This is an optimization exercise on Yosys and OpenROAD, whose aim is small area and few clock cycles per item, not a production implementation.
RTL that was checked went through simulation tests only; none was proved equivalent to the original.

==> run a: inputs <==
Design vector_mac_pipe, start of the top module:
module vector_mac_pipe #(
    parameter int DATA_W = 16,
    parameter int FRAC   = 12,
    parameter int LEN    = 3
) (
    input  logic                  clk,
    input  logic                  rst,
    input  logic                  in_valid,
    output logic                  in_ready,
    input  logic [LEN*DATA_W-1:0] in_a,
    input  logic [LEN*DATA_W-1:0] in_b,
    input  logic                  in_first,
    input  logic                  in_last,
    output logic                  out_valid,
    input  logic                  out_ready,
    output logic [DATA_W-1:0]     out_data
);
==> flow/config.mk <==
export PLATFORM = sky130hd
export DESIGN_NAME = vector_mac_pipe
export DESIGN_NICKNAME = vector_mac_pipe
export VERILOG_FILES = /design/flow/design.v
export SDC_FILE = /design/flow/constraint.sdc
export NUM_CORES = 4
export LEC_CHECK = 0
export CAP_MARGIN = 20
export CORE_MARGIN = 2
export CORE_UTILIZATION = 40
export GPL_TIMING_DRIVEN = 0
export SLEW_MARGIN = 20
export SYNTH_HIERARCHICAL = 1
export SYNTH_MINIMUM_KEEP_SIZE = 0
==> flow/constraint.sdc <==
create_clock -name core_clock -period 7.0 [get_ports {clk}]
set_input_delay 1.4000 -clock core_clock [delete_from_list [all_inputs] [get_ports {clk}]]
set_output_delay 1.4000 -clock core_clock [all_outputs]
set_load 0.01 [all_outputs]
standard.sh (not shown) runs the stock make flow with config.mk's settings and CLKGATE_MAP_FILE= SYNTH_SCRIPT=/design/flow/synth_recipe.tcl, a recipe that flattens the netlist after the stock synthesis.
==> flow/flow/run.sh <==
#!/bin/bash
# The standard layout, with the port buffers made of the smallest buffer
# cell instead of the one buffer_ports picks by default; repair_design still
# upsizes any that need it.
set -euo pipefail
export BUFFER_PORTS_ARGS="-buffer_cell sky130_fd_sc_hd__buf_1"
bash standard.sh > standard.log 2>&1
==> run b: changes against run a <==
--- a/flow/design.v
+++ b/flow/design.v
@@ -1841,10 +1841,22 @@
     vmac_fa u_s595 (.a(c582), .b(c584), .c(s591), .s(s595), .co(c596));
     wire s597, c598;
     vmac_fa u_s597 (.a(s593), .b(c586), .c(s595), .s(s597), .co(c598));
     wire s599 = c588 ^ s597;
     wire c600 = c588 & s597;
+    wire [11:0] lx0 = {c470, c460, s459, c444, s443, c432, s431, s427, s423, s421, p2, p1};
+    wire [11:0] ly0 = {s479, s469, 1'b0, s451, 1'b0, s437, 1'b0, 1'b0, 1'b0, 1'b0, 1'b0, p18};
+    wire [12:0] lz0 = {1'b0, lx0} + {1'b0, ly0};
+    assign lc[0] = lz0[12];
+    wire [11:0] lx1 = {c530, c520, s519, c504, s503, c492, s491, s487, s483, s481, p142, p141};
+    wire [11:0] ly1 = {s539, s529, 1'b0, s511, 1'b0, s497, 1'b0, 1'b0, 1'b0, 1'b0, 1'b0, p158};
+    wire [12:0] lz1 = {1'b0, lx1} + {1'b0, ly1};
+    assign lc[1] = lz1[12];
+    wire [11:0] lx2 = {c590, c580, s579, c564, s563, c552, s551, s547, s543, s541, p282, p281};
+    wire [11:0] ly2 = {s599, s589, 1'b0, s571, 1'b0, s557, 1'b0, 1'b0, 1'b0, 1'b0, 1'b0, p298};
+    wire [12:0] lz2 = {1'b0, lx2} + {1'b0, ly2};
+    assign lc[2] = lz2[12];
     wire s601, c602;
     vmac_fa u_s601 (.a(p13), .b(p29), .c(p45), .s(s601), .co(c602));
     wire s603, c604;
     vmac_fa u_s603 (.a(p61), .b(p77), .c(p93), .s(s603), .co(c604));
     wire s605, c606;
@@ -2351,22 +2363,10 @@
     vmac_fa u_s1105 (.a(s1099), .b(s1101), .c(c1090), .s(s1105), .co(c1106));
     wire s1107, c1108;
     vmac_fa u_s1107 (.a(c1092), .b(s1103), .c(c1094), .s(s1107), .co(c1108));
     wire s1109, c1110;
     vmac_fa u_s1109 (.a(s1105), .b(c1096), .c(s1107), .s(s1109), .co(c1110));
-    wire [11:0] lx0 = {c470, c460, s459, c444, s443, c432, s431, s427, s423, s421, p2, p1};
-    wire [11:0] ly0 = {s479, s469, 1'b0, s451, 1'b0, s437, 1'b0, 1'b0, 1'b0, 1'b0, 1'b0, p18};
-    wire [12:0] lz0 = {1'b0, lx0} + {1'b0, ly0};
-    assign lc[0] = lz0[12];
-    wire [11:0] lx1 = {c530, c520, s519, c504, s503, c492, s491, s487, s483, s481, p142, p141};
-    wire [11:0] ly1 = {s539, s529, 1'b0, s511, 1'b0, s497, 1'b0, 1'b0, 1'b0, 1'b0, 1'b0, p158};
-    wire [12:0] lz1 = {1'b0, lx1} + {1'b0, ly1};
-    assign lc[1] = lz1[12];
-    wire [11:0] lx2 = {c590, c580, s579, c564, s563, c552, s551, s547, s543, s541, p282, p281};
-    wire [11:0] ly2 = {s599, s589, 1'b0, s571, 1'b0, s557, 1'b0, 1'b0, 1'b0, 1'b0, 1'b0, p298};
-    wire [12:0] lz2 = {1'b0, lx2} + {1'b0, ly2};
-    assign lc[2] = lz2[12];
     assign hx = {c1098 ^ s1109, c1082, c1064, c1042, c1018, c990, c960, c926, c890, c850, c808, c764, c720, c676, c638, s637};
     assign hy = {s1097, s1081, s1063, s1041, s1017, s989, s959, s925, s889, s849, s807, s763, s719, s675, 1'b0};
     wire p1111 = base[0];
     wire p1112 = base[1];
     wire p1113 = base[2];
--- a/flow/config.mk
+++ b/flow/config.mk
@@ -5,10 +5,11 @@
 export SDC_FILE = /design/flow/constraint.sdc
 export NUM_CORES = 4
 export LEC_CHECK = 0
 export CAP_MARGIN = 20
 export CORE_MARGIN = 2
-export CORE_UTILIZATION = 40
+export CORE_UTILIZATION = 50
+export CTS_BUF_LIST = sky130_fd_sc_hd__clkbuf_8
 export GPL_TIMING_DRIVEN = 0
 export SLEW_MARGIN = 20
 export SYNTH_HIERARCHICAL = 1
 export SYNTH_MINIMUM_KEEP_SIZE = 0
==> comparison table <==
item	run b	run a
Met3 capacity usage during global routing	3.18%	3.25%
Clock Skew	10.2 ps	8.09 ps
Transition time at the pin with the least slew margin	1010 ps	1020 ps
Standard-cell row count	68	76
Area of combinational cells with multiple inputs	0.0152 mm^2	0.0152 mm^2
Clock Network Area Fraction	1.00%	1.36%
Tap cells	455	585
Fill cell instance count of the final layout	3122	4175
Wire length of the first global-routing pass	76900 um	77500 um
Final-layout non-clock buffer area share	2.67%	2.62%
Met2 global-route usage	45.0%	36.8%
Slowest Stage Delay on Critical Path	720 ps	600 ps
Vias in the first global route	13600	13700
X dimension of the die	190 um	212 um
Achievable frequency	0.154 GHz	0.153 GHz
Outcome	no timing/DRC/antenna violations	no timing/DRC/antenna violations
Relative slew margins	32.4%	31.9%
# placed instances	2115	2245
Critical Path Start	in_b[25]	in_b[1]
Placed wire-length estimate after detailed placement	41500 um	42400 um
Testbench counts of run b, summed over its fixed seeds: cycles 16,639, items 16,000.
Function not checked in run a: the RTL went through the layout flow alone.

==> ember: inputs <==
vector_mac_pipe, a different RTL version from the one above (not shown whole).
Design vector_mac_pipe, start of the top module:
module vector_mac_pipe #(
    parameter int DATA_W = 16,
    parameter int FRAC   = 12,
    parameter int LEN    = 3
) (
    input  logic                  clk,
    input  logic                  rst,
    input  logic                  in_valid,
    output logic                  in_ready,
    input  logic [LEN*DATA_W-1:0] in_a,
    input  logic [LEN*DATA_W-1:0] in_b,
    input  logic                  in_first,
    input  logic                  in_last,
    output logic                  out_valid,
    input  logic                  out_ready,
    output logic [DATA_W-1:0]     out_data
);
==> module vmac_enc, before the edit <==
module vmac_enc (
    input  logic b2,
    input  logic b1,
    input  logic b0,
    output logic one_n,
    output logic two_n,
    output logic neg,
    output logic neg_n
);
    vmac_xnor u_one (.a(b1), .b(b0), .y(one_n));
    assign two_n = ~((b2 ^ b1) & one_n);
    assign neg_n = ~(b2 & ~(one_n & b1));
    assign neg   = ~neg_n;
endmodule
clock: 7.0 ns
lec_check: 0
cap_margin: 20
core_margin: 2
core_utilization: 40
cts_buf_list: sky130_fd_sc_hd__clkbuf_8
gpl_timing_driven: 0
slew_margin: 20
synth_hierarchical: 1
synth_minimum_keep_size: 0
Scripts as last shown in full above: flow/flow/run.sh
==> pepper: changes against ember <==
--- a/flow/design.v
+++ b/flow/design.v
@@ -2507,4 +2507,4 @@
     vmac_xnor u_one (.a(b1), .b(b0), .y(one_n));
-    assign two_n = ~((b2 ^ b1) & one_n);
-    assign neg_n = ~(b2 & ~(one_n & b1));
+    assign two_n = ~((b2 & ~b1 & ~b0) | (~b2 & b1 & b0));
+    assign neg_n = ~(b2 & ~(b1 & b0));
     assign neg   = ~neg_n;
==> qor summary <==
Final period util: ember 0.9695; pepper 0.9165
Starting density of the core: ember 0.4030; pepper 0.4035
Detailed-route via count: ember 13,450; pepper 13,460
Run status: ember no timing/DRC/antenna violations; pepper no timing/DRC/antenna violations
Worst path arrival time: ember 6.88 ns; pepper 6.50 ns
Initial antenna violation count: ember 2; pepper 1
Area occupied by multi-input gates: ember 15,390 µm²; pepper 15,400 µm²
M1 GR Usage: ember 0.2998; pepper 0.3106
Cell Count, Final, Fillers Out: ember 2,224; pepper 2,256
Met1 Wirelength: ember 20.70 mm; pepper 21.13 mm
Overall die area: ember 44,780 µm²; pepper 44,940 µm²
Fmax: ember 147.4 MHz; pepper 155.9 MHz
Register share of the cell area: ember 0.1102; pepper 0.1108
No functional check of the RTL was part of any run of this note.

==> inputs of 12-01 <==
Another version of the RTL of vector_mac_pipe (not shown whole).
// vector_mac_pipe
module vector_mac_pipe #(
    parameter int DATA_W = 16,
    parameter int FRAC   = 12,
    parameter int LEN    = 3
) (
    input  logic                  clk,
    input  logic                  rst,
    input  logic                  in_valid,
    output logic                  in_ready,
    input  logic [LEN*DATA_W-1:0] in_a,
    input  logic [LEN*DATA_W-1:0] in_b,
    input  logic                  in_first,
    input  logic                  in_last,
    output logic                  out_valid,
    input  logic                  out_ready,
    output logic [DATA_W-1:0]     out_data
);
    logic [15:0] acc, nxt, base;
    logic [15:0] hx, s1_hx;    
    logic [14:0] hy, s1_hy;
    logic [2:0]  lc, s1_lc;    
    wire [47:0] an = ~in_a;
    wire e0_0_one = in_b[0] ^ 1'b0;
    wire e0_0_two = (in_b[1] & ~in_b[0] & ~1'b0) | (~in_b[1] & in_b[0] & 1'b0);
    wire e0_0_neg = in_b[1];
    wire p1;
    vmac_bseln u_p1 (.one_n(~e0_0_one), .two_n(~e0_0_two), .neg(e0_0_neg), .a0_n(an[0]), .a1_n(1'b1), .q(p1));
    wire p2;
    vmac_bseln u_p2 (.one_n(~e0_0_one), .two_n(~e0_0_two), .neg(e0_0_neg), .a0_n(an[1]), .a1_n(an[0]), .q(p2));
    wire p3;
    vmac_bseln u_p3 (.one_n(~e0_0_one), .two_n(~e0_0_two), .neg(e0_0_neg), .a0_n(an[2]), .a1_n(an[1]), .q(p3));
    wire p4;
    vmac_bseln u_p4 (.one_n(~e0_0_one), .two_n(~e0_0_two), .neg(e0_0_neg), .a0_n(an[3]), .a1_n(an[2]), .q(p4));
    wire p5;
    vmac_bseln u_p5 (.one_n(~e0_0_one), .two_n(~e0_0_two), .neg(e0_0_neg), .a0_n(an[4]), .a1_n(an[3]), .q(p5));
    wire p6;
    vmac_bseln u_p6 (.one_n(~e0_0_one), .two_n(~e0_0_two), .neg(e0_0_neg), .a0_n(an[5]), .a1_n(an[4]), .q(p6));
    wire p7;
    vmac_bseln u_p7 (.one_n(~e0_0_one), .two_n(~e0_0_two), .neg(e0_0_neg), .a0_n(an[6]), .a1_n(an[5]), .q(p7));
    wire p8;
    vmac_bseln u_p8 (.one_n(~e0_0_one), .two_n(~e0_0_two), .neg(e0_0_neg), .a0_n(an[7]), .a1_n(an[6]), .q(p8));
    wire p9;
    vmac_bseln u_p9 (.one_n(~e0_0_one), .two_n(~e0_0_two), .neg(e0_0_neg), .a0_n(an[8]), .a1_n(an[7]), .q(p9));
    wire p10;
    vmac_bseln u_p10 (.one_n(~e0_0_one), .two_n(~e0_0_two), .neg(e0_0_neg), .a0_n(an[9]), .a1_n(an[8]), .q(p10));
    wire p11;
  ...
clock: 7.0 ns
lec_check: 0
cap_margin: 20
core_margin: 2
core_utilization: 40
slew_margin: 20
synth_hierarchical: 1
synth_minimum_keep_size: 0
Scripts as last shown in full above: flow/flow/run.sh
==> 03-03 (differences from 12-01) <==
==> flow/run.sh (new file) <==
#!/bin/bash
# synth_recipe.tcl (not shown) runs the flow's synth.tcl, then flattens the netlist and writes it again
# the make line also repeats each setting of config.mk as NAME=value (left out here)
make -C /OpenROAD-flow-scripts/flow DESIGN_CONFIG=/design/flow/config.mk WORK_HOME=/design/flow/orfs CLKGATE_MAP_FILE= SYNTH_SCRIPT=/design/flow/synth_recipe.tcl finish
Settings changed: CAP_MARGIN 20 to 0, SLEW_MARGIN 20 to 0.
removed: flow/flow/run.sh
removed: flow/standard.sh
==> 05-23 (differences from 12-01) <==
==> flow/run.sh (new file) <==
#!/bin/bash
# synth_recipe.tcl (not shown) runs the flow's synth.tcl, then flattens the netlist and writes it again
# the make line also repeats each setting of config.mk as NAME=value (left out here)
make -C /OpenROAD-flow-scripts/flow DESIGN_CONFIG=/design/flow/config.mk WORK_HOME=/design/flow/orfs CLKGATE_MAP_FILE= SYNTH_SCRIPT=/design/flow/synth_recipe.tcl finish
Settings changed: GPL_TIMING_DRIVEN from default to 0.
removed: flow/flow/run.sh
removed: flow/standard.sh
==> comparison table <==
                                                                  03-03       12-01       05-23
Run status                             no timing/DRC/antenna violations  no timing/DRC/antenna violations  no timing/DRC/antenna violations
Worst Skew                                                   0.00602 ns  0.00545 ns   0.0110 ns
Fraction of layout instances using a drive strength above 1      0.0978      0.0883      0.0992
Fraction of met3 tracks used by global routing                   0.0400      0.0319      0.0374
Worst setup slack after layout                                 0.196 ns    0.421 ns    0.140 ns
Logic depth of the worst path, buffers included                      16          17          17
Max Used Layer                                                     met5        met5        met4
Fillcell total                                                     3991        4098        4058
Post-Layout Cell Count                                             2446        2431        2370
Met2 Wirelength                                                26000 um    25800 um    25800 um
Buffers inserted by post-CTS timing repair                            0           0           8
Worst setup startpoint                                          in_b[1]    in_b[33]    in_b[32]
Share of the final layout cell area in multi-input gates          0.722       0.756       0.749
Post-layout utilization of the core                               0.485       0.463       0.479
Testbench counts of 12-01, summed over its fixed seeds: cycles 16,639, items 16,000.
Testbench counts of 03-03, summed over its fixed seeds: cycles 16,639, items 16,000.
Testbench counts of 05-23, summed over its fixed seeds: cycles 16,639, items 16,000.

==> 11-05: inputs <==
Another version of the RTL of vector_mac_pipe (not shown whole).
clock: 7.0 ns
lec_check: 0
cap_margin: 20
core_margin: 2
core_utilization: 40
slew_margin: 20
synth_hierarchical: 1
synth_minimum_keep_size: 0
==> flow/flow/run.sh <==
#!/bin/bash
# The standard layout, with the port buffers made of the smallest buffer
# cell instead of the one buffer_ports picks by default; repair_design still
# upsizes any that need it.
set -euo pipefail
export BUFFER_PORTS_ARGS="-buffer_cell sky130_fd_sc_hd__buf_1"
bash standard.sh > standard.log 2>&1
==> inputs of 01-01, as changes to 11-05 <==
--- a/flow/design.v
+++ b/flow/design.v
@@ -1676,46 +1676,46 @@
     wire s431, c432;
     vmac_fa u_s431 (.a(c426), .b(s429), .c(c428), .s(s431), .co(c432));
     wire s433, c434;
     vmac_fa u_s433 (.a(p7), .b(p23), .c(p39), .s(s433), .co(c434));
     wire s435, c436;
     vmac_fa u_s435 (.a(p55), .b(p72), .c(c430), .s(s435), .co(c436));
-    wire s437, c438;
-    vmac_fa u_s437 (.a(s433), .b(s435), .c(c432), .s(s437), .co(c438));
+    wire s437 = s433 ^ s435;
+    wire c438 = s433 & s435;
     wire s439, c440;
     vmac_fa u_s439 (.a(p8), .b(p24), .c(p40), .s(s439), .co(c440));
     wire s441, c442;
     vmac_fa u_s441 (.a(p56), .b(c434), .c(s439), .s(s441), .co(c442));
     wire s443, c444;
     vmac_fa u_s443 (.a(c436), .b(s441), .c(c438), .s(s443), .co(c444));
     wire s445, c446;
     vmac_fa u_s445 (.a(p9), .b(p25), .c(p41), .s(s445), .co(c446));
     wire s447, c448;
     vmac_fa u_s447 (.a(p57), .b(p73), .c(p90), .s(s447), .co(c448));
     wire s449, c450;
     vmac_fa u_s449 (.a(c440), .b(s445), .c(s447), .s(s449), .co(c450));
-    wire s451, c452;
-    vmac_fa u_s451 (.a(c442), .b(s449), .c(c444), .s(s451), .co(c452));
+    wire s451 = c442 ^ s449;
+    wire c452 = c442 & s449;
     wire s453, c454;
     vmac_fa u_s453 (.a(p10), .b(p26), .c(p42), .s(s453), .co(c454));
     wire s455, c456;
     vmac_fa u_s455 (.a(p58), .b(p74), .c(c446), .s(s455), .co(c456));
     wire s457, c458;
     vmac_fa u_s457 (.a(c448), .b(s453), .c(c450), .s(s457), .co(c458));
     wire s459, c460;
-    vmac_fa u_s459 (.a(s455), .b(s457), .c(c452), .s(s459), .co(c460));
+    vmac_fa u_s459 (.a(s455), .b(c452), .c(s457), .s(s459), .co(c460));
     wire s461, c462;
     vmac_fa u_s461 (.a(p11), .b(p27), .c(p43), .s(s461), .co(c462));
     wire s463, c464;
     vmac_fa u_s463 (.a(p59), .b(p75), .c(p91), .s(s463), .co(c464));
     wire s465, c466;
     vmac_fa u_s465 (.a(p108), .b(c454), .c(s461), .s(s465), .co(c466));
     wire s467, c468;
     vmac_fa u_s467 (.a(s463), .b(c456), .c(s465), .s(s467), .co(c468));
-    wire s469, c470;
-    vmac_fa u_s469 (.a(c458), .b(s467), .c(c460), .s(s469), .co(c470));
+    wire s469 = c458 ^ s467;
+    wire c470 = c458 & s467;
     wire s471, c472;
     vmac_fa u_s471 (.a(p12), .b(p28), .c(p44), .s(s471), .co(c472));
     wire s473, c474;
     vmac_fa u_s473 (.a(p60), .b(p76), .c(p92), .s(s473), .co(c474));
     wire s475, c476;
     vmac_fa u_s475 (.a(c462), .b(c464), .c(s471), .s(s475), .co(c476));
@@ -1736,46 +1736,46 @@
     wire s491, c492;
     vmac_fa u_s491 (.a(c486), .b(s489), .c(c488), .s(s491), .co(c492));
     wire s493, c494;
     vmac_fa u_s493 (.a(p147), .b(p163), .c(p179), .s(s493), .co(c494));
     wire s495, c496;
     vmac_fa u_s495 (.a(p195), .b(p212), .c(c490), .s(s495), .co(c496));
-    wire s497, c498;
-    vmac_fa u_s497 (.a(s493), .b(s495), .c(c492), .s(s497), .co(c498));
+    wire s497 = s493 ^ s495;
+    wire c498 = s493 & s495;
     wire s499, c500;
     vmac_fa u_s499 (.a(p148), .b(p164), .c(p180), .s(s499), .co(c500));
     wire s501, c502;
     vmac_fa u_s501 (.a(p196), .b(c494), .c(s499), .s(s501), .co(c502));
     wire s503, c504;
     vmac_fa u_s503 (.a(c496), .b(s501), .c(c498), .s(s503), .co(c504));
     wire s505, c506;
     vmac_fa u_s505 (.a(p149), .b(p165), .c(p181), .s(s505), .co(c506));
     wire s507, c508;
     vmac_fa u_s507 (.a(p197), .b(p213), .c(p230), .s(s507), .co(c508));
     wire s509, c510;
     vmac_fa u_s509 (.a(c500), .b(s505), .c(s507), .s(s509), .co(c510));
-    wire s511, c512;
-    vmac_fa u_s511 (.a(c502), .b(s509), .c(c504), .s(s511), .co(c512));
+    wire s511 = c502 ^ s509;
+    wire c512 = c502 & s509;
     wire s513, c514;
     vmac_fa u_s513 (.a(p150), .b(p166), .c(p182), .s(s513), .co(c514));
     wire s515, c516;
     vmac_fa u_s515 (.a(p198), .b(p214), .c(c506), .s(s515), .co(c516));
     wire s517, c518;
     vmac_fa u_s517 (.a(c508), .b(s513), .c(c510), .s(s517), .co(c518));
     wire s519, c520;
-    vmac_fa u_s519 (.a(s515), .b(s517), .c(c512), .s(s519), .co(c520));
+    vmac_fa u_s519 (.a(s515), .b(c512), .c(s517), .s(s519), .co(c520));
     wire s521, c522;
     vmac_fa u_s521 (.a(p151), .b(p167), .c(p183), .s(s521), .co(c522));
     wire s523, c524;
     vmac_fa u_s523 (.a(p199), .b(p215), .c(p231), .s(s523), .co(c524));
     wire s525, c526;
     vmac_fa u_s525 (.a(p248), .b(c514), .c(s521), .s(s525), .co(c526));
     wire s527, c528;
     vmac_fa u_s527 (.a(s523), .b(c516), .c(s525), .s(s527), .co(c528));
-    wire s529, c530;
-    vmac_fa u_s529 (.a(c518), .b(s527), .c(c520), .s(s529), .co(c530));
+    wire s529 = c518 ^ s527;
+    wire c530 = c518 & s527;
     wire s531, c532;
     vmac_fa u_s531 (.a(p152), .b(p168), .c(p184), .s(s531), .co(c532));
     wire s533, c534;
     vmac_fa u_s533 (.a(p200), .b(p216), .c(p232), .s(s533), .co(c534));
     wire s535, c536;
     vmac_fa u_s535 (.a(c522), .b(c524), .c(s531), .s(s535), .co(c536));
@@ -1796,46 +1796,46 @@
     wire s551, c552;
     vmac_fa u_s551 (.a(c546), .b(s549), .c(c548), .s(s551), .co(c552));
     wire s553, c554;
     vmac_fa u_s553 (.a(p287), .b(p303), .c(p319), .s(s553), .co(c554));
     wire s555, c556;
     vmac_fa u_s555 (.a(p335), .b(p352), .c(c550), .s(s555), .co(c556));
-    wire s557, c558;
-    vmac_fa u_s557 (.a(s553), .b(s555), .c(c552), .s(s557), .co(c558));
+    wire s557 = s553 ^ s555;
+    wire c558 = s553 & s555;
     wire s559, c560;
     vmac_fa u_s559 (.a(p288), .b(p304), .c(p320), .s(s559), .co(c560));
     wire s561, c562;
     vmac_fa u_s561 (.a(p336), .b(c554), .c(s559), .s(s561), .co(c562));
     wire s563, c564;
     vmac_fa u_s563 (.a(c556), .b(s561), .c(c558), .s(s563), .co(c564));
     wire s565, c566;
     vmac_fa u_s565 (.a(p289), .b(p305), .c(p321), .s(s565), .co(c566));
     wire s567, c568;
     vmac_fa u_s567 (.a(p337), .b(p353), .c(p370), .s(s567), .co(c568));
     wire s569, c570;
     vmac_fa u_s569 (.a(c560), .b(s565), .c(s567), .s(s569), .co(c570));
-    wire s571, c572;
-    vmac_fa u_s571 (.a(c562), .b(s569), .c(c564), .s(s571), .co(c572));
+    wire s571 = c562 ^ s569;
+    wire c572 = c562 & s569;
     wire s573, c574;
     vmac_fa u_s573 (.a(p290), .b(p306), .c(p322), .s(s573), .co(c574));
     wire s575, c576;
     vmac_fa u_s575 (.a(p338), .b(p354), .c(c566), .s(s575), .co(c576));
     wire s577, c578;
     vmac_fa u_s577 (.a(c568), .b(s573), .c(c570), .s(s577), .co(c578));
     wire s579, c580;
-    vmac_fa u_s579 (.a(s575), .b(s577), .c(c572), .s(s579), .co(c580));
+    vmac_fa u_s579 (.a(s575), .b(c572), .c(s577), .s(s579), .co(c580));
     wire s581, c582;
     vmac_fa u_s581 (.a(p291), .b(p307), .c(p323), .s(s581), .co(c582));
     wire s583, c584;
     vmac_fa u_s583 (.a(p339), .b(p355), .c(p371), .s(s583), .co(c584));
     wire s585, c586;
     vmac_fa u_s585 (.a(p388), .b(c574), .c(s581), .s(s585), .co(c586));
     wire s587, c588;
     vmac_fa u_s587 (.a(s583), .b(c576), .c(s585), .s(s587), .co(c588));
-    wire s589, c590;
-    vmac_fa u_s589 (.a(c578), .b(s587), .c(c580), .s(s589), .co(c590));
+    wire s589 = c578 ^ s587;
+    wire c590 = c578 & s587;
     wire s591, c592;
     vmac_fa u_s591 (.a(p292), .b(p308), .c(p324), .s(s591), .co(c592));
     wire s593, c594;
     vmac_fa u_s593 (.a(p340), .b(p356), .c(p372), .s(s593), .co(c594));
     wire s595, c596;
     vmac_fa u_s595 (.a(c582), .b(c584), .c(s591), .s(s595), .co(c596));
@@ -2088,14 +2088,14 @@
     wire s843, c844;
     vmac_fa u_s843 (.a(s837), .b(c798), .c(c800), .s(s843), .co(c844));
     wire s845, c846;
     vmac_fa u_s845 (.a(s839), .b(c802), .c(s841), .s(s845), .co(c846));
     wire s847, c848;
     vmac_fa u_s847 (.a(c804), .b(s843), .c(s845), .s(s847), .co(c848));
-    wire s849, c850;
-    vmac_fa u_s849 (.a(c806), .b(s847), .c(c808), .s(s849), .co(c850));
+    wire s849 = c806 ^ s847;
+    wire c850 = c806 & s847;
     wire s851, c852;
     vmac_fa u_s851 (.a(p35), .b(p51), .c(p67), .s(s851), .co(c852));
     wire s853, c854;
     vmac_fa u_s853 (.a(p83), .b(p99), .c(p115), .s(s853), .co(c854));
     wire s855, c856;
     vmac_fa u_s855 (.a(p130), .b(p175), .c(p191), .s(s855), .co(c856));
@@ -2350,26 +2350,26 @@
     wire s1105, c1106;
     vmac_fa u_s1105 (.a(s1099), .b(s1101), .c(c1090), .s(s1105), .co(c1106));
     wire s1107, c1108;
     vmac_fa u_s1107 (.a(c1092), .b(s1103), .c(c1094), .s(s1107), .co(c1108));
     wire s1109, c1110;
     vmac_fa u_s1109 (.a(s1105), .b(c1096), .c(s1107), .s(s1109), .co(c1110));
-    wire [11:0] lx0 = {c470, s469, s459, s451, s443, s437, s431, s427, s423, s421, p2, p1};
-    wire [11:0] ly0 = {s479, 1'b0, 1'b0, 1'b0, 1'b0, 1'b0, 1'b0, 1'b0, 1'b0, 1'b0, 1'b0, p18};
+    wire [11:0] lx0 = {c470, c460, s459, c444, s443, c432, s431, s427, s423, s421, p2, p1};
+    wire [11:0] ly0 = {s479, s469, 1'b0, s451, 1'b0, s437, 1'b0, 1'b0, 1'b0, 1'b0, 1'b0, p18};
     wire [12:0] lz0 = {1'b0, lx0} + {1'b0, ly0};
     assign lc[0] = lz0[12];
-    wire [11:0] lx1 = {c530, s529, s519, s511, s503, s497, s491, s487, s483, s481, p142, p141};
-    wire [11:0] ly1 = {s539, 1'b0, 1'b0, 1'b0, 1'b0, 1'b0, 1'b0, 1'b0, 1'b0, 1'b0, 1'b0, p158};
+    wire [11:0] lx1 = {c530, c520, s519, c504, s503, c492, s491, s487, s483, s481, p142, p141};
+    wire [11:0] ly1 = {s539, s529, 1'b0, s511, 1'b0, s497, 1'b0, 1'b0, 1'b0, 1'b0, 1'b0, p158};
     wire [12:0] lz1 = {1'b0, lx1} + {1'b0, ly1};
     assign lc[1] = lz1[12];
-    wire [11:0] lx2 = {c590, s589, s579, s571, s563, s557, s551, s547, s543, s541, p282, p281};
-    wire [11:0] ly2 = {s599, 1'b0, 1'b0, 1'b0, 1'b0, 1'b0, 1'b0, 1'b0, 1'b0, 1'b0, 1'b0, p298};
+    wire [11:0] lx2 = {c590, c580, s579, c564, s563, c552, s551, s547, s543, s541, p282, p281};
+    wire [11:0] ly2 = {s599, s589, 1'b0, s571, 1'b0, s557, 1'b0, 1'b0, 1'b0, 1'b0, 1'b0, p298};
     wire [12:0] lz2 = {1'b0, lx2} + {1'b0, ly2};
     assign lc[2] = lz2[12];
-    assign hx = {c1098 ^ s1109, c1082, c1064, c1042, c1018, c990, c960, c926, c890, c850, s849, c764, c720, c676, c638, s637};
-    assign hy = {s1097, s1081, s1063, s1041, s1017, s989, s959, s925, s889, 1'b0, s807, s763, s719, s675, 1'b0};
+    assign hx = {c1098 ^ s1109, c1082, c1064, c1042, c1018, c990, c960, c926, c890, c850, c808, c764, c720, c676, c638, s637};
+    assign hy = {s1097, s1081, s1063, s1041, s1017, s989, s959, s925, s889, s849, s807, s763, s719, s675, 1'b0};
     wire p1111 = base[0];
     wire p1112 = base[1];
     wire p1113 = base[2];
     wire p1114 = base[3];
     wire p1115 = base[4];
     wire p1116 = base[5];
@@ -2422,34 +2422,34 @@
     wire s1163, c1164;
     vmac_fa u_s1163 (.a(s1_hx[9]), .b(s1_hy[9]), .c(p1120), .s(s1163), .co(c1164));
     wire s1165, c1166;
     vmac_fa u_s1165 (.a(c1160), .b(s1163), .c(c1162), .s(s1165), .co(c1166));
     wire s1167, c1168;
     vmac_fa u_s1167 (.a(s1_hx[10]), .b(s1_hy[10]), .c(p1121), .s(s1167), .co(c1168));
-    wire s1169, c1170;
-    vmac_fa u_s1169 (.a(c1164), .b(s1167), .c(c1166), .s(s1169), .co(c1170));
+    wire s1169 = c1164 ^ s1167;
+    wire c1170 = c1164 & s1167;
     wire s1171, c1172;
     vmac_fa u_s1171 (.a(s1_hx[11]), .b(s1_hy[11]), .c(p1122), .s(s1171), .co(c1172));
     wire s1173, c1174;
     vmac_fa u_s1173 (.a(c1168), .b(s1171), .c(c1170), .s(s1173), .co(c1174));
     wire s1175, c1176;
     vmac_fa u_s1175 (.a(s1_hx[12]), .b(s1_hy[12]), .c(p1123), .s(s1175), .co(c1176));
-    wire s1177 = c1172 ^ s1175;
-    wire c1178 = c1172 & s1175;
+    wire s1177, c1178;
+    vmac_fa u_s1177 (.a(c1172), .b(s1175), .c(c1174), .s(s1177), .co(c1178));
     wire s1179, c1180;
     vmac_fa u_s1179 (.a(s1_hx[13]), .b(s1_hy[13]), .c(p1124), .s(s1179), .co(c1180));
     wire s1181, c1182;
     vmac_fa u_s1181 (.a(c1176), .b(s1179), .c(c1178), .s(s1181), .co(c1182));
     wire s1183, c1184;
     vmac_fa u_s1183 (.a(s1_hx[14]), .b(s1_hy[14]), .c(p1125), .s(s1183), .co(c1184));
     wire s1185, c1186;
     vmac_fa u_s1185 (.a(c1180), .b(s1183), .c(c1182), .s(s1185), .co(c1186));
     wire s1187, c1188;
     vmac_fa u_s1187 (.a(s1_hx[15]), .b(p1126), .c(c1184), .s(s1187), .co(c1188));
-    wire [15:0] zx = {c1186, s1185, s1181, c1174, s1173, s1169, s1165, s1161, s1157, s1153, s1149, c1142, s1141, s1137, s1133, s1127};
-    wire [15:0] zy = {s1187, 1'b0, 1'b0, s1177, 1'b0, 1'b0, 1'b0, 1'b0, 1'b0, 1'b0, 1'b0, s1145, 1'b0, 1'b0, 1'b0, s1129};
+    wire [15:0] zx = {c1186, s1185, s1181, s1177, s1173, c1166, s1165, s1161, s1157, s1153, s1149, c1142, s1141, s1137, s1133, s1127};
+    wire [15:0] zy = {s1187, 1'b0, 1'b0, 1'b0, 1'b0, s1169, 1'b0, 1'b0, 1'b0, 1'b0, 1'b0, s1145, 1'b0, 1'b0, 1'b0, s1129};
     assign nxt = zx + zy;
     logic s1_valid, s1_first, s1_last;
     logic pend, zb, take, can2, out_free, move, direct;
     assign out_free = !out_valid || out_ready;
     assign can2     = !pend || out_free;
     assign in_ready = !s1_valid || can2;
- CTS_BUF_LIST: unset -> sky130_fd_sc_hd__clkbuf_8
==> comparison <==
11-05 completed without violations. 01-01 finished with timing, DRC and antenna clean. In 01-01 the clock skew is lower than in 11-05, by 0.0036 ns. Between 11-05 and 01-01, the lower utilization is in 01-01 (gap 0.55 points). Of 11-05 and 01-01, 01-01 has the higher worst setup slack (gap 0.29 ns). Between 01-01 and 11-05, the lower register-to-register slack is in 11-05 (gap 0.45 ns). Global-route usage is about the same in 01-01 and 11-05.
==> figures <==
item                                                                       11-05      01-01
Status                                          no timing/DRC/antenna violations  no timing/DRC/antenna violations
Compound-cell area share of the yosys netlist                              15.8%      16.4%
#MultiIn Comb                                                              1,372      1,412
Number of cells on the critical path                                          17         13
Via/cell ratio                                                              5.92       5.80
Gr usage total                                                             23.6%      23.6%
Worst path setup slack after routing                                    0.510 ns   0.800 ns
Parity-gate share of the synthesized area counting xor and xnor cells      20.0%      19.5%
Global-route met3 utilization                                              4.17%      2.73%
Number of antenna violations at the first check in global routing              3          1
Final Critical Period                                                    6.49 ns    6.20 ns
Proportion of layout cells with a drive suffix above 1                     8.77%      6.55%
Die outline height                                                        212 um     212 um
Testbench counts of 11-05, summed over its fixed seeds: cycles 16,639, items 16,000.
Only the layout flow was run in 01-01; the RTL was not checked for function there.

[what the ideal ports hide]
In the flow no input, the clock included, has a driving cell. The finished layouts below were timed again as built, in two steps. Step 1 sets driving cells, clkbuf_16 on the clock port and buf_2 on the other inputs (assumed; they add their load-dependent delay and slew). Step 2 moves the port delays by t, midway between the first and last clock arrival at a register: inputs arrive t later, outputs are due t later. That takes back most of the time a late clock gives input paths. Three values: no drivers, after step 1, after step 2; two values: the first two.
| run | t, ns | slack for setup (ns) | worst setup path after step 2 | worst register clock-pin slew, ns |
|---|---|---|---|---|
| run a | 0.364 | 0.458 / 0.478 / 0.114 | input to register | 0.06 / 0.06 |
| run b | 0.370 | 0.502 / 0.513 / 0.143 | input to register | 0.07 / 0.07 |
| ember | 0.377 | 0.214 / 0.223 / -0.154 | input to register | 0.07 / 0.07 |
| pepper | 0.381 | 0.585 / 0.596 / 0.215 | input to register | 0.07 / 0.07 |
| 12-01 | 0.367 | 0.421 / 0.438 / 0.070 | input to register | 0.05 / 0.05 |
| 03-03 | 0.360 | 0.196 / 0.210 / -0.150 | input to register | 0.05 / 0.05 |
| 05-23 | 0.362 | 0.140 / 0.153 / -0.209 | input to register | 0.06 / 0.06 |
| 11-05 | 0.377 | 0.510 / 0.536 / 0.159 | input to register | 0.07 / 0.07 |
| 01-01 | 0.394 | 0.800 / 0.819 / 0.425 | input to register | 0.08 / 0.08 |
Met with ideal ports but missed after step 2: setup timing in ember, 03-03 and 05-23. For 01-01, which loses most, drivers alone change the setup slack by +0.019 ns; drivers and shift together by -0.375 ns.
